This is an optimization exercise on Yosys and OpenROAD, whose aim is small area, a short achievable clock period and few clock cycles, not a production implementation. The RTL was checked by simulation tests, not by an equivalence proof against the original design. Power figures rest on the tool's default switching activity, not on a simulated workload.

Design lfu_page_cache_directory, start of the top module:
module lfu_page_cache_directory (
	input  logic        clk,
	input  logic        arst_n,
	input  logic        cfg_valid,
	output logic        cfg_ready,
	input  logic [4:0]  cfg_active_slots,
	input  logic        req_valid,
	output logic        req_ready,
	input  logic        req_func,
	input  logic [31:0] req_page_number,
	input  logic        req_is_write,
	output logic        res_valid,
	input  logic        res_ready,
	output logic [3:0]  res_slot,
	output logic        res_hit,
	output logic        res_fill_needed,
	output logic        res_writeback_valid,
	output logic [3:0]  res_writeback_slot,
	output logic [31:0] res_writeback_page,
	output logic        res_last
);
For scale: about 3600 cells after synthesis, roughly 1000 flip-flops.
clock: 8.0 ns
lec_check: 0
cap_margin: 20
core_margin: 2
core_utilization: 40
setup_slack_margin: 4.0
slew_margin: 20
run.sh (not shown) runs the stock make flow with config.mk's settings and CLKGATE_MAP_FILE= SYNTH_SCRIPT=/design/flow/synth_recipe.tcl, a recipe that flattens the netlist after the stock synthesis.
Testbench counts at the start, summed over its fixed seeds: cycles 4,394.
Then changed:
Settings changed: SETUP_SLACK_MARGIN 4.0 to 4.5.
What happened:
- The changed run finished with timing, DRC and antenna clean
- utilization goes up by 5.1 points
- worst setup slack is better by 460 ps
- worst hold slack is about the same
- sequential power grows by about 0.6%
- design area is higher by 11%
- routed wire length rose by 6.7%
- area after synthesis is unchanged
- register-to-register slack improved by 450 ps
- sequential cell count does not change
- global-route usage went up by 1.4 points
- die area does not change

---

Another version of the RTL of lfu_page_cache_directory (not shown whole).
For scale: roughly 3400 cells after synthesis, ~1100 flip-flops, ~91 I/O pins, roughly 47000 um2 of cells after synthesis.
Settings: LEC_CHECK=0, CAP_MARGIN=20, CORE_MARGIN=2, CORE_UTILIZATION=40, CTS_CLUSTER_DIAMETER=100, CTS_CLUSTER_SIZE=20, SETUP_SLACK_MARGIN=4.5, SLEW_MARGIN=20; clock period 8.0 ns.
Testbench counts at the start, summed over its fixed seeds: cycles 4,402.
Edit:
--- a/flow/config.mk
+++ b/flow/config.mk
@@ -13 +13,2 @@
-export SETUP_SLACK_MARGIN = 4.5
+export GPL_ROUTABILITY_DRIVEN = 0
+export SETUP_SLACK_MARGIN = 4.9
With this change the flow ran to the end with violations: max-capacitance violations, max-slew violations.
Power goes up by a few percent.
Register-to-register slack improves by 150 ps.
Routed wire length went up by a few percent.
Global-route usage went up by 0.33 points.
Clock power rises slightly.
Via count rises by a few percent.
Sequential share of layout area falls by 3.3 points.
Edit:
--- a/flow/config.mk
+++ b/flow/config.mk
@@ -11,3 +11,2 @@
-export CTS_CLUSTER_DIAMETER = 100
-export CTS_CLUSTER_SIZE = 20
-export GPL_ROUTABILITY_DRIVEN = 0
+export CTS_CLUSTER_DIAMETER = 90
+export CTS_CLUSTER_SIZE = 24
What happened:
- This time the run completed with no timing, DRC or antenna violations
- hold slack gets worse by 8.4 ps
- sequential cell count does not change
- combinational power shrinks by about 5.4%
- cell area came out lower by 0.91%
- core utilization went down by 0.44 points
- routed wire length came out lower by about 1%
- register-to-register slack barely changes
- worst setup slack gets better by 13 ps
- synthesized cell count does not change
- total power fell by about 2%
- sequential share of layout area rose by 0.50 points
Edit:
--- a/flow/config.mk
+++ b/flow/config.mk
@@ -8 +8 @@
-export CAP_MARGIN = 20
+export CAP_MARGIN = 30
@@ -11,4 +11,4 @@
-export CTS_CLUSTER_DIAMETER = 90
-export CTS_CLUSTER_SIZE = 24
-export SETUP_SLACK_MARGIN = 4.9
-export SLEW_MARGIN = 20
+export CTS_CLUSTER_DIAMETER = 100
+export CTS_CLUSTER_SIZE = 20
+export SETUP_SLACK_MARGIN = 5.0
+export SLEW_MARGIN = 30
What happened: Cell count came out higher slightly. Utilization is higher by 1.4 points. Setup slack improved by 89 ps. Count of clock-buffer cells in the layout grows by 15. Wire length climbs by a few percent. First-iteration DRC count is higher by a few percent.
Edit:
--- a/flow/config.mk
+++ b/flow/config.mk
@@ -8 +8 @@
-export CAP_MARGIN = 30
+export CAP_MARGIN = 20
@@ -13,2 +13,3 @@
-export SETUP_SLACK_MARGIN = 5.0
-export SLEW_MARGIN = 30
+export PLACE_DENSITY = 0.7
+export SETUP_SLACK_MARGIN = 4.9
+export SLEW_MARGIN = 20
Result: Final area goes up by 0.82%. Register-to-register slack loses 300 ps. Combinational power goes down by 10%. Die area does not change. Worst setup slack loses 300 ps. Wire length goes down by 1.5%. Non-clock buffer count goes up by 31. Final cell count goes up by 0.77%. Global-route usage goes down by 0.41 points. Worst hold slack gains 35 ps. Total power goes down by 1.7%.

---

Starting RTL as in the previous note.
Settings: LEC_CHECK=0, CAP_MARGIN=20, CORE_MARGIN=2, CORE_UTILIZATION=40, CTS_CLUSTER_DIAMETER=100, CTS_CLUSTER_SIZE=20, SETUP_SLACK_MARGIN=4.9, SLEW_MARGIN=20, TNS_END_PERCENT=20; clock period 8.0 ns.
The first run produced a clean layout.
Testbench counts at the start, summed over its fixed seeds: cycles 4,402.
Change:
Settings changed: CTS_CLUSTER_DIAMETER 100 to unset, CTS_CLUSTER_SIZE 20 to unset, SETUP_SLACK_MARGIN 4.9 to 4.5, TNS_END_PERCENT 20 to unset.
The new run completed without violations.
Via count is lower by 2.1%.
Clock-buffer cell count increases by 50.
Global-route usage is about the same.
Sequential power increases by about 0.8%.
Sequential cell count stays the same.
Core utilization came out lower by 0.18 points.
Setup slack degrades by 0.13 ns.
Worst hold slack degrades by 0.021 ns.
Wire length drops by 2.8%.
Non-clock buffer count falls by 101.
Die area is unchanged.
Change:
Settings changed: CORE_UTILIZATION 40 to 45, CTS_CLUSTER_DIAMETER set to 100, CTS_CLUSTER_SIZE set to 20, SETUP_SLACK_MARGIN 4.5 to 4.9.
- This time the run finished but failed the layout checks on max-capacitance violations, max-slew violations
- power went down by a few percent
- first-iteration DRC count climbs by about a fifth
- global-route usage went up by 7.1 points
Change:
Settings changed: CORE_UTILIZATION 45 to 40, CTS_CLUSTER_DIAMETER 100 to unset, CTS_CLUSTER_SIZE 20 to unset, SETUP_SLACK_MARGIN 4.9 to 4.7.
Now the flow completed with no timing, DRC or antenna violations. Combinational power decreases by 11%. Non-clock buffer count decreases by 203. Routed wire length decreases by 13%. Synthesized area does not change. Hold slack is about the same. Global-route usage decreases by 7.8 points.

[port drivers added, routing unchanged]
No port has a modelled driver above. Below, the same layouts with a new extraction and two added sets of constraints. Step 1 sets driving cells, clkbuf_16 on the clock port and buf_2 on the other inputs (assumed; they add their load-dependent delay and slew). Step 2 adds t to the input delays and takes it off the output delays; t is the mean of the earliest and latest rising clock arrival at the registers after step 1. Input paths then give back, and output paths get back, about the clock's delay inside the block. Slacks: ideal ports / drivers / drivers and shift; pairs: ideal ports / drivers.
run | t, ns | setup WS [ns] | worst data-port slew with drivers (ns)
the first run of note 1 | 0.788 | 3.873 / 3.891 / 3.133 | 0.05
the second run of note 1 | 0.820 | 4.335 / 4.335 / 3.562 | 0.04
the first run of note 2 | 0.775 | 4.467 / 4.467 / 3.767 | 0.06
the second run of note 2 | 0.794 | 4.614 / 4.614 / 4.105 | 0.11
the third run of note 2 | 0.772 | 4.627 / 4.627 / 4.242 | 0.16
the fourth run of note 2 | 0.776 | 4.715 / 4.715 / 4.215 | 0.07
the fifth run of note 2 | 0.771 | 4.413 / 4.413 / 4.124 | 0.14
the first run of note 3 | 0.786 | 4.647 / 4.575 / 4.096 | 0.05
the second run of note 3 | 0.781 | 4.513 / 4.506 / 3.776 | 0.05
the third run of note 3 | 0.784 | 4.592 / 4.592 / 3.961 | 0.05
the fourth run of note 3 | 0.770 | 4.690 / 4.667 / 3.982 | 0.07
For the second run of note 1, which loses most, drivers alone change the setup slack by 0.000 ns; drivers and shift together by -0.773 ns.
